Source: an optimization exercise on an open RTL-to-GDS flow (aim: a short achievable clock period and few clock cycles). Production flows keep margins and buffers that such runs may drop.
Only simulation tests tie the RTL to the original design; equivalence was not proved.
No activity file was given, so power comes from the tool's default toggle rates.

`design/flow/run.sh`:
```
#!/bin/bash
# synth_recipe.tcl (not shown) runs the flow's synth.tcl, then flattens the netlist and writes it again
# the make line also repeats each setting of config.mk as NAME=value (left out here)
make -C /OpenROAD-flow-scripts/flow DESIGN_CONFIG=/design/flow/config.mk WORK_HOME=/design/flow/orfs CLKGATE_MAP_FILE= SYNTH_SCRIPT=/design/flow/synth_recipe.tcl finish
```
`design/flow/config.mk`:
```
export PLATFORM = sky130hd
export DESIGN_NAME = rv_core
export DESIGN_NICKNAME = rv_core
export VERILOG_FILES = /design/flow/design.v
export SDC_FILE = /design/flow/constraint.sdc
export NUM_CORES = 4
export LEC_CHECK = 0
export CAP_MARGIN = 20
export CORE_MARGIN = 2
export CORE_UTILIZATION = 40
export PLACE_DENSITY = 0.6
export SLEW_MARGIN = 20
```
`design/flow/constraint.sdc`:
```
create_clock -name core_clock -period 6.5 [get_ports {clk}]
set_input_delay 1.3000 -clock core_clock [delete_from_list [all_inputs] [get_ports {clk}]]
set_output_delay 1.3000 -clock core_clock [all_outputs]
set_load 0.01 [all_outputs]
```
`design/flow/design.v`:
```
`default_nettype none
package rv_isa_pkg;
    localparam logic [6:0] OPC_OP     = 7'b0110011;   
    localparam logic [6:0] OPC_OP_IMM = 7'b0010011;   
    localparam logic [6:0] OPC_BRANCH = 7'b1100011;
    localparam logic [2:0] F3_ADD_SUB = 3'b000;
    localparam logic [2:0] F3_SLT     = 3'b010;
    localparam logic [2:0] F3_XOR     = 3'b100;
    localparam logic [2:0] F3_OR      = 3'b110;
    localparam logic [2:0] F3_AND     = 3'b111;
    localparam logic [2:0] F3_BEQ = 3'b000;
    localparam logic [2:0] F3_BNE = 3'b001;
    localparam logic [6:0] F7_SUB = 7'b0100000;
    localparam logic [31:0] NOP_INSN = 32'h0000_0013;   
    typedef struct packed {
        logic [6:0] funct7;
        logic [4:0] rs2;
        logic [4:0] rs1;
        logic [2:0] funct3;
        logic [4:0] rd;
        logic [6:0] opcode;
    } rv_r_fmt_t;
    typedef struct packed {
        logic [11:0] imm;
        logic [4:0]  rs1;
        logic [2:0]  funct3;
        logic [4:0]  rd;
        logic [6:0]  opcode;
    } rv_i_fmt_t;
    typedef struct packed {
        logic       imm12;
        logic [5:0] imm10_5;
        logic [4:0] rs2;
        logic [4:0] rs1;
        logic [2:0] funct3;
        logic [3:0] imm4_1;
        logic       imm11;
        logic [6:0] opcode;
    } rv_b_fmt_t;
    typedef union packed {
        rv_r_fmt_t r;
        rv_i_fmt_t i;
        rv_b_fmt_t b;
    } rv_insn_u;
endpackage
`default_nettype wire
`default_nettype none
package core_pkg;
    localparam int XLEN       = 32;
    localparam int REG_ADDR_W = 5;
    localparam logic [XLEN-1:0] RESET_PC = '0;
    typedef enum logic [3:0] {
        ALU_ADD,
        ALU_SUB,
        ALU_AND,
        ALU_OR,
        ALU_XOR,
        ALU_SLT,
        ALU_BEQ,
        ALU_BNE
    } alu_op_e;
    typedef struct packed {
        logic            valid;
        logic [XLEN-1:0] pc;
        logic [31:0]     insn;
    } if_id_t;
    typedef struct packed {
        logic                  valid;
        logic [XLEN-1:0]       pc;
        logic [31:0]           insn;
        alu_op_e               alu_op;
        logic                  use_imm;   
        logic [XLEN-1:0]       imm;       
        logic [REG_ADDR_W-1:0] rs1;
        logic [REG_ADDR_W-1:0] rs2;
        logic [XLEN-1:0]       rs1_val;
        logic [XLEN-1:0]       rs2_val;
        logic [REG_ADDR_W-1:0] rd;
        logic                  rd_we;
    } id_ex_t;
    typedef struct packed {
        logic                  valid;
        logic [XLEN-1:0]       pc;
        logic [31:0]           insn;
        logic [REG_ADDR_W-1:0] rd;
        logic                  rd_we;
        logic [XLEN-1:0]       wdata;
    } retire_t;
    typedef struct packed {
        logic            taken;
        logic [XLEN-1:0] target;
    } redirect_t;
endpackage
`default_nettype wire
`default_nettype none
import core_pkg::*;
import rv_isa_pkg::*;
module fetch_stage (
    input  wire logic                      clk,
    input  wire logic                      rst,
    input  wire core_pkg::redirect_t       redirect,
    input  wire logic [core_pkg::XLEN-1:0] imem_rdata,
    output logic [core_pkg::XLEN-1:0]      imem_addr,
    output core_pkg::if_id_t               if_id
);
    logic [XLEN-1:0] pc;
    assign imem_addr = pc;   
    always_ff @(posedge clk) begin
        if (rst) begin
            pc          <= RESET_PC;
            if_id.valid <= 1'b0;
        end else begin
            pc          <= redirect.taken ? redirect.target : pc + XLEN'(4);
            if_id.valid <= !redirect.taken;   
        end
        if_id.pc   <= pc;
        if_id.insn <= (rst || redirect.taken) ? NOP_INSN : imem_rdata;
    end
endmodule
`default_nettype wire
`default_nettype none
import core_pkg::*;
import rv_isa_pkg::*;
module decode_stage (
    input  wire logic              clk,
    input  wire logic              rst,
    input  wire core_pkg::if_id_t  if_id,
    input  wire logic              flush,
    input  wire core_pkg::retire_t wb,
    output core_pkg::id_ex_t       id_ex
);
    rv_isa_pkg::rv_insn_u insn;
    core_pkg::id_ex_t id_ex_d;
    logic            writes;   
    logic [XLEN-1:0] rf [32];
    assign insn = if_id.insn;
    function automatic logic [XLEN-1:0] rf_read(input logic [REG_ADDR_W-1:0] idx);
        if (idx == '0) begin
            rf_read = '0;
        end else if (wb.valid && wb.rd_we && wb.rd == idx) begin
            rf_read = wb.wdata;
        end else begin
            rf_read = rf[idx];
        end
    endfunction
    always_comb begin
        writes          = 1'b0;
        id_ex_d.valid   = if_id.valid && !flush;
        id_ex_d.pc      = if_id.pc;
        id_ex_d.insn    = if_id.insn;
        id_ex_d.alu_op  = ALU_ADD;
        id_ex_d.use_imm = 1'b0;
        id_ex_d.imm     = {{(XLEN-12){insn.i.imm[11]}}, insn.i.imm};
        id_ex_d.rs1     = insn.r.rs1;
        id_ex_d.rs2     = insn.r.rs2;
        id_ex_d.rd      = insn.r.rd;
        case (insn.r.opcode)
            OPC_OP: begin
                writes = (insn.r.funct7 == '0)
                      || (insn.r.funct7 == F7_SUB && insn.r.funct3 == F3_ADD_SUB);
                case (insn.r.funct3)
                    F3_ADD_SUB: id_ex_d.alu_op = (insn.r.funct7 == F7_SUB) ? ALU_SUB : ALU_ADD;
                    F3_SLT:     id_ex_d.alu_op = ALU_SLT;
                    F3_XOR:     id_ex_d.alu_op = ALU_XOR;
                    F3_OR:      id_ex_d.alu_op = ALU_OR;
                    F3_AND:     id_ex_d.alu_op = ALU_AND;
                    default:    writes = 1'b0;   
                endcase
            end
            OPC_OP_IMM: begin
                id_ex_d.use_imm = 1'b1;
                writes          = 1'b1;
                case (insn.r.funct3)
                    F3_ADD_SUB: id_ex_d.alu_op = ALU_ADD;
                    F3_SLT:     id_ex_d.alu_op = ALU_SLT;
                    F3_XOR:     id_ex_d.alu_op = ALU_XOR;
                    F3_OR:      id_ex_d.alu_op = ALU_OR;
                    F3_AND:     id_ex_d.alu_op = ALU_AND;
                    default:    writes = 1'b0;
                endcase
            end
            OPC_BRANCH: begin
                id_ex_d.imm = {{(XLEN-12){insn.b.imm12}}, insn.b.imm11,
                               insn.b.imm10_5, insn.b.imm4_1, 1'b0};
                case (insn.r.funct3)
                    F3_BEQ:  id_ex_d.alu_op = ALU_BEQ;
                    F3_BNE:  id_ex_d.alu_op = ALU_BNE;
                    default: id_ex_d.alu_op = ALU_ADD;   
                endcase
            end
            default: ;   
        endcase
        id_ex_d.rd_we   = writes && (insn.r.rd != '0);
        id_ex_d.rs1_val = rf_read(insn.r.rs1);
        id_ex_d.rs2_val = rf_read(insn.r.rs2);
    end
    always_ff @(posedge clk) begin
        if (wb.valid && wb.rd_we) begin
            rf[wb.rd] <= wb.wdata;
        end
    end
    always_ff @(posedge clk) begin
        id_ex <= id_ex_d;
        if (rst) begin
            id_ex.valid <= 1'b0;
        end
    end
endmodule
`default_nettype wire
`default_nettype none
import core_pkg::*;
module execute_stage (
    input  wire logic             clk,
    input  wire logic             rst,
    input  wire core_pkg::id_ex_t id_ex,
    output core_pkg::redirect_t   redirect,
    output core_pkg::retire_t     wb
);
    logic [XLEN-1:0] op_a;
    logic [XLEN-1:0] op_b;
    logic [XLEN-1:0] rs2_fwd;
    logic [XLEN-1:0] result;
    logic            eq;
    core_pkg::retire_t wb_d;
    function automatic logic [XLEN-1:0] fwd_operand(input logic [REG_ADDR_W-1:0] idx,
                                                    input logic [XLEN-1:0]       val);
        if (wb.valid && wb.rd_we && wb.rd != '0 && wb.rd == idx) begin
            fwd_operand = wb.wdata;
        end else begin
            fwd_operand = val;
        end
    endfunction
    always_comb begin
        op_a    = fwd_operand(id_ex.rs1, id_ex.rs1_val);
        rs2_fwd = fwd_operand(id_ex.rs2, id_ex.rs2_val);
        op_b    = id_ex.use_imm ? id_ex.imm : rs2_fwd;
        eq      = (op_a == op_b);
        case (id_ex.alu_op)
            ALU_ADD: result = op_a + op_b;
            ALU_SUB: result = op_a - op_b;
            ALU_AND: result = op_a & op_b;
            ALU_OR:  result = op_a | op_b;
            ALU_XOR: result = op_a ^ op_b;
            ALU_SLT: result = {{(XLEN-1){1'b0}}, $signed(op_a) < $signed(op_b)};
            default: result = '0;   
        endcase
    end
    assign redirect.taken = id_ex.valid
                         && ((id_ex.alu_op == ALU_BEQ && eq)
                          || (id_ex.alu_op == ALU_BNE && !eq));
    assign redirect.target = id_ex.pc + id_ex.imm;
    always_comb begin
        wb_d.valid = id_ex.valid;
        wb_d.pc    = id_ex.pc;
        wb_d.insn  = id_ex.insn;
        wb_d.rd    = id_ex.rd;
        wb_d.rd_we = id_ex.rd_we;
        wb_d.wdata = result;
    end
    always_ff @(posedge clk) begin
        wb <= wb_d;
        if (rst) begin
            wb.valid <= 1'b0;
        end
    end
endmodule
`default_nettype wire
`default_nettype none
import core_pkg::*;
module rv_core (
    input  wire logic        clk,
    input  wire logic        rst,
    input  wire logic [31:0] imem_rdata,
    output logic [31:0]      imem_addr,
    output logic             retire_valid,
    output logic [31:0]      retire_pc,
    output logic [31:0]      retire_insn,
    output logic [4:0]       retire_rd,
    output logic             retire_rd_we,
    output logic [31:0]      retire_wdata
);
    core_pkg::if_id_t    if_id;
    core_pkg::id_ex_t    id_ex;
    core_pkg::redirect_t redirect;
    core_pkg::retire_t   retire;
    fetch_stage i_fetch_stage (
        .clk        (clk),
        .rst        (rst),
        .redirect   (redirect),
        .imem_rdata (imem_rdata),
        .imem_addr  (imem_addr),
        .if_id      (if_id)
    );
    decode_stage i_decode_stage (
        .clk   (clk),
        .rst   (rst),
        .if_id (if_id),
        .flush (redirect.taken),
        .wb    (retire),   
        .id_ex (id_ex)
    );
    execute_stage i_execute_stage (
        .clk      (clk),
        .rst      (rst),
        .id_ex    (id_ex),
        .redirect (redirect),
        .wb       (retire)
    );
    assign retire_valid = retire.valid;
    assign retire_pc    = retire.pc;
    assign retire_insn  = retire.insn;
    assign retire_rd    = retire.rd;
    assign retire_rd_we = retire.rd_we;
    assign retire_wdata = retire.wdata;
endmodule
`default_nettype wire
```
==> run_results.csv <==
group,metric,value,unit
critical_path,cp.depth,16,
timing,fin_crit_sh,81.4,%
critical_path,crit_slowest_cell,"or2_1",
clock_tree,clock_path_buffers,3,
clock_tree,clock_latency,790,ps
synth,mappedNetlistArea,63900,um^2
floorplan,io_pins,169,
critical_path,cpPeakStageDelay,600,ps
floorplan,rows,146,
synth,avgSynthCellArea,15.9,um^2
global_routing,met3_usage,4.30,%
floorplan,dieWidth,404,um
global_routing,antenna_found_initial,3,
finish,syn_to_final_growth,14.1,%
critical_path,cp_data_arrival_time,5990,ps
critical_path,rrSetupSlack,1210,ps
synth,synth_compound_area_share,6.77,%
synth,synth_seq_cells,1359,
floorplan,core-area,159000,um^2
synth,synthArstFlopShare,0,%
timing,final_hold_viol_count,0,
timing,worstMarginPinSlew,1160,ps
finish,finalNonFillerCells,6365,
critical_path,r2r_start,"i_execute_stage.wb[47]$_DFF_P_",
global_routing,grt_use_met2,37.6,%
clock_tree,cts_resized,0,
clock_tree,post_cts_buffers,0,
timing,rsz0062_at_grt,"false",
placement,dp_hpwl,113000,um
critical_path,path_common_cell,"buf_4",
timing,setup_viol,0,
synth,syn_inst,4023,
clock_tree,holdBufCountCts,0,
timing,skew,41.4,ps
synth,ys.flop_type,"edfxtp_1",
critical_path,critPathKind,"reg -> reg",
finish,nFillCells,13647,
global_routing,gr-usage-all-layers,23.4,%
critical_path,end_kind,"flip-flop",
clock_tree,cts_root_buf,"clkbuf_16",
detailed_routing,via_per_inst,6.11,
global_routing,grtUsageMet1,32.8,%
synth,synth_edf_count,1024,
timing,slew_viol_final,0,
global_routing,gr-max-usage-layer,"met2",
critical_path,path_cells,"or3_1 -> nor3_1 -> nor2_1 -> nand4_1 -> buf_4 -> mux2_2 -> ha_1 -> buf_4 -> nor3_1 -> nand3_1 -> nor4_2 -> xnor2_1 -> or2_1 -> buf_4 -> nor2_1 -> a211oi_1",
detailed_routing,route.detailed.drc,0,
run_status,status,"timing/DRC/antenna clean",
clock_tree,path_clk_slew,60,ps
synth,synth_fp_nets,4191,
global_routing,overflow,0,
critical_path,cp-start-kind,"flip-flop",
finish,regArea,37500,um^2
detailed_routing,wirelength,192000,um
detailed_routing,wl_per_cell,30.1,um
detailed_routing,drtIter0Drc,4746,
synth,synth-simple-area-share,4.41,%
pwr,ir_drop,276,uV
pwr,p_leak,0.0241,uW
global_routing,grt_pass1_vias,38840,
floorplan,start_util,40.3,%
synth,synth_top_family_by_area,"multiplexers",
placement,dp_cells,6110,
synth,yosysSeqAreaShare,58.6,%
floorplan,dieArea,163000,um^2
detailed_routing,dr.pass1.iters,6,
clock_tree,cts_buffers,147,
critical_path,r2r_end,"i_fetch_stage.pc[22]$_SDFF_PP0_",
timing,fmax,189,MHz
clock_tree,h-tree-depth,4,
clock_tree,cts.sinks,1359,
placement,gp_congestion,0.934,
detailed_routing,ant_nets,0,
timing,max-slew-margin-rel,22.7,%
synth,synthXorXnorAreaFrac,1.41,%
critical_path,startpoint,"i_execute_stage.wb[47]$_DFF_P_",
timing,finalCriticalPeriod,5290,ps
flow_run,drv_cap,0,
critical_path,reg2reg_depth,16,
global_routing,grt_pass1_wl,276000,um
clock_tree,cts_tree,"built",
finish,drive_gt1_share,23.9,%
critical_path,crit_path_end,"i_fetch_stage.pc[22]$_SDFF_PP0_",
synth,ys_warn_count,3,
synth,synth_cell_types,95,
placement,portBuffers,168,
finish,multi_input_area,25100,um^2
finish,antenna_cells,0,
critical_path,path_max_fanout,32,
timing,setup_tns,0,ps
critical_path,crit_buf_inv,3,
detailed_routing,route.vias.total,38889,
finish,nets,4355,
critical_path,critPathRequiredTime,7200,ps
critical_path,crit_family,"simple AND/OR/NAND/NOR gates",
pwr,power.density,309,nW/um^2
floorplan,die_h,404,um
hold_path,hp-class,"reg -> reg",
synth,synth_adder_area_share,2.66,%
synth,synthMuxAreaShare,23.5,%
global_routing,grt_max_degree,109,
power by group:
part,switching [uW],total (uW),internal (uW)
logic,2660,4000,1340
clock network,3490,7980,4490
registers,153,10600,10400
worst register-to-register path, delay by kind of cell (launching register included):
kind / cells / cell delay (ps)
AND/OR/NAND/NOR: 9 / 2810
AO/OA/AOI/OAI: 1 / 190
adder cells (fa/ha/maj): 1 / 290
multiplexers: 1 / 460
flip-flops: 1 / 310
XOR/XNOR: 1 / 240
buffers and inverters: 3 / 920
cells by family (layout without fill, tap and decap cells):
kind of cell	count (synthesis)	after routing
compound gates	636	636
xor+xnor	103	103
fa+ha+maj	134	134
buf+inv	390	660
flops	1359	1359
mux	808	808
simple gates	593	593
worst min-delay path by stage:
| stage | depth (start not counted) | to | startpoint | slack, ps |
|---|---|---|---|---|
| 2_1_floorplan | 0 | i_decode_stage.id_ex[149]$_DFF_P_ | i_fetch_stage.if_id[32]$_DFF_P_ | 310 |
| 3_3_place_gp | 0 | i_decode_stage.id_ex[154]$_DFF_P_ | i_fetch_stage.if_id[37]$_DFF_P_ | 310 |
| 3_5_place_dp | 0 | i_execute_stage.wb[41]$_DFF_P_ | i_decode_stage.id_ex[120]$_DFF_P_ | 310 |
| 4_1_cts | 0 | i_execute_stage.wb[43]$_DFF_P_ | i_decode_stage.id_ex[122]$_DFF_P_ | 310 |
| 5_1_grt | 0 | i_decode_stage.id_ex[166]$_DFF_P_ | i_fetch_stage.if_id[49]$_DFF_P_ | 320 |
| 6_report | 0 | i_execute_stage.wb[43]$_DFF_P_ | i_decode_stage.id_ex[122]$_DFF_P_ | 300 |
Yosys cell counts, drive strengths merged (33+ instances only):
master,n,area (um^2)
a21o,34,257
nor3,51,260
clkbuf,146,553
mux4,550,12400
a211oi,104,791
buf,138,721
dfxtp,335,6710
edfxtp,1024,30700
o21ai,83,415
mux2i,191,1910
inv,105,394
ha,131,1640
a21oi,163,827
nand3,44,220
nand2,107,402
o22ai,46,288
and2,34,213
nor2,236,886
mux2,67,754
o211ai,33,248
xor2,37,324
xnor2,66,578
area by class of cell:
class	count	share of cell area, %
tap	2072	3.55
inverter	106	0.545
clock buffer	193	5.35
multi-input combinational	2274	34.4
timing repair buffer	299	3.90
clock inverter	62	0.869
sequential	1359	51.4
flip-flops by register name (all words and copies together) (netlist names):
name,cells
i_execute_stage.wb,98
i_decode_stage.rf,1024
i_fetch_stage.pc,32
i_fetch_stage.if_id,65
i_decode_stage.id_ex,140
placed cells by master, fill, tap and decap left out, types with 18 or more instances in the layout:
cell	Yosys	layout
inv_1	105	105
nor2_1	236	200
nand2_1	107	106
a21o_1	33	33
nor2_4	0	34
clkbuf_16	0	148
o21ai_0	77	77
nand2b_1	24	24
edfxtp_1	1024	1024
nand3_1	44	44
ha_1	131	131
clkbuf_1	144	42
buf_4	19	117
and2_1	34	34
dfxtp_1	335	324
o221ai_1	23	23
o22ai_1	46	46
clkdlybuf4s50_1	0	168
clkinv_2	0	22
mux2i_1	191	191
o21bai_1	18	18
a211oi_1	102	102
a21oi_1	160	160
nand4_1	19	19
xnor2_1	66	66
a221oi_1	25	25
mux2_2	67	67
nor3_1	50	49
xor2_1	37	37
mux4_2	550	550
o211ai_1	33	33
clkinv_1	1	19
metal layers:
metal,part of all wire (%),up-vias
met4,2.6,0
li1,-,16523
met2,48,1795
met3,8.8,302
met5,0,-
met1,41,20269
per-stage QoR:
stage                     cell area (um^2)  hold WS, ps  worst slack (ps)  utilization, %  power, uW
after floorplan                      63900          310              2140               -      13100
after global placement               68300          310              1150            43.1      14700
after detailed placement             68400          312              1140            43.1      14700
after CTS                            73000          310              1140            46.0      22600
after global routing                 73000          322               758            46.0      23300
final                                73000          302              1210            46.0      22600
Testbench counts, summed over its fixed seeds: cycles 32,194.

-- separate check: timing with driven ports --
How much do the figures lean on ideal ports? The routed layout below was timed once more, with nothing changed but the port constraints. Step 1 (the two cells are an assumption about what drives the block):
set clk [get_ports {clk}]
set_driving_cell -lib_cell sky130_fd_sc_hd__clkbuf_16 $clk
set_driving_cell -lib_cell sky130_fd_sc_hd__buf_2 [delete_from_list [all_inputs] $clk]
Step 2 moves the port delays by t, midway between the first and last clock arrival at a register: inputs arrive t later, outputs are due t later. That takes back most of the time a late clock gives input paths. Three values: no drivers, after step 1, after step 2; two values: the first two.
shift t [ns]: 0.851
setup WS [ns]: 1.209 / 1.209 / 1.209
hold WS [ns]: 0.302 / 0.302 / 0.302
worst setup path at the end: register to register
latest minus earliest clock arrival (ns): 0.041 / 0.041
After both steps setup and hold are still met in this run. For this run, drivers alone change the setup slack by 0.000 ns; drivers and shift together by 0.000 ns.
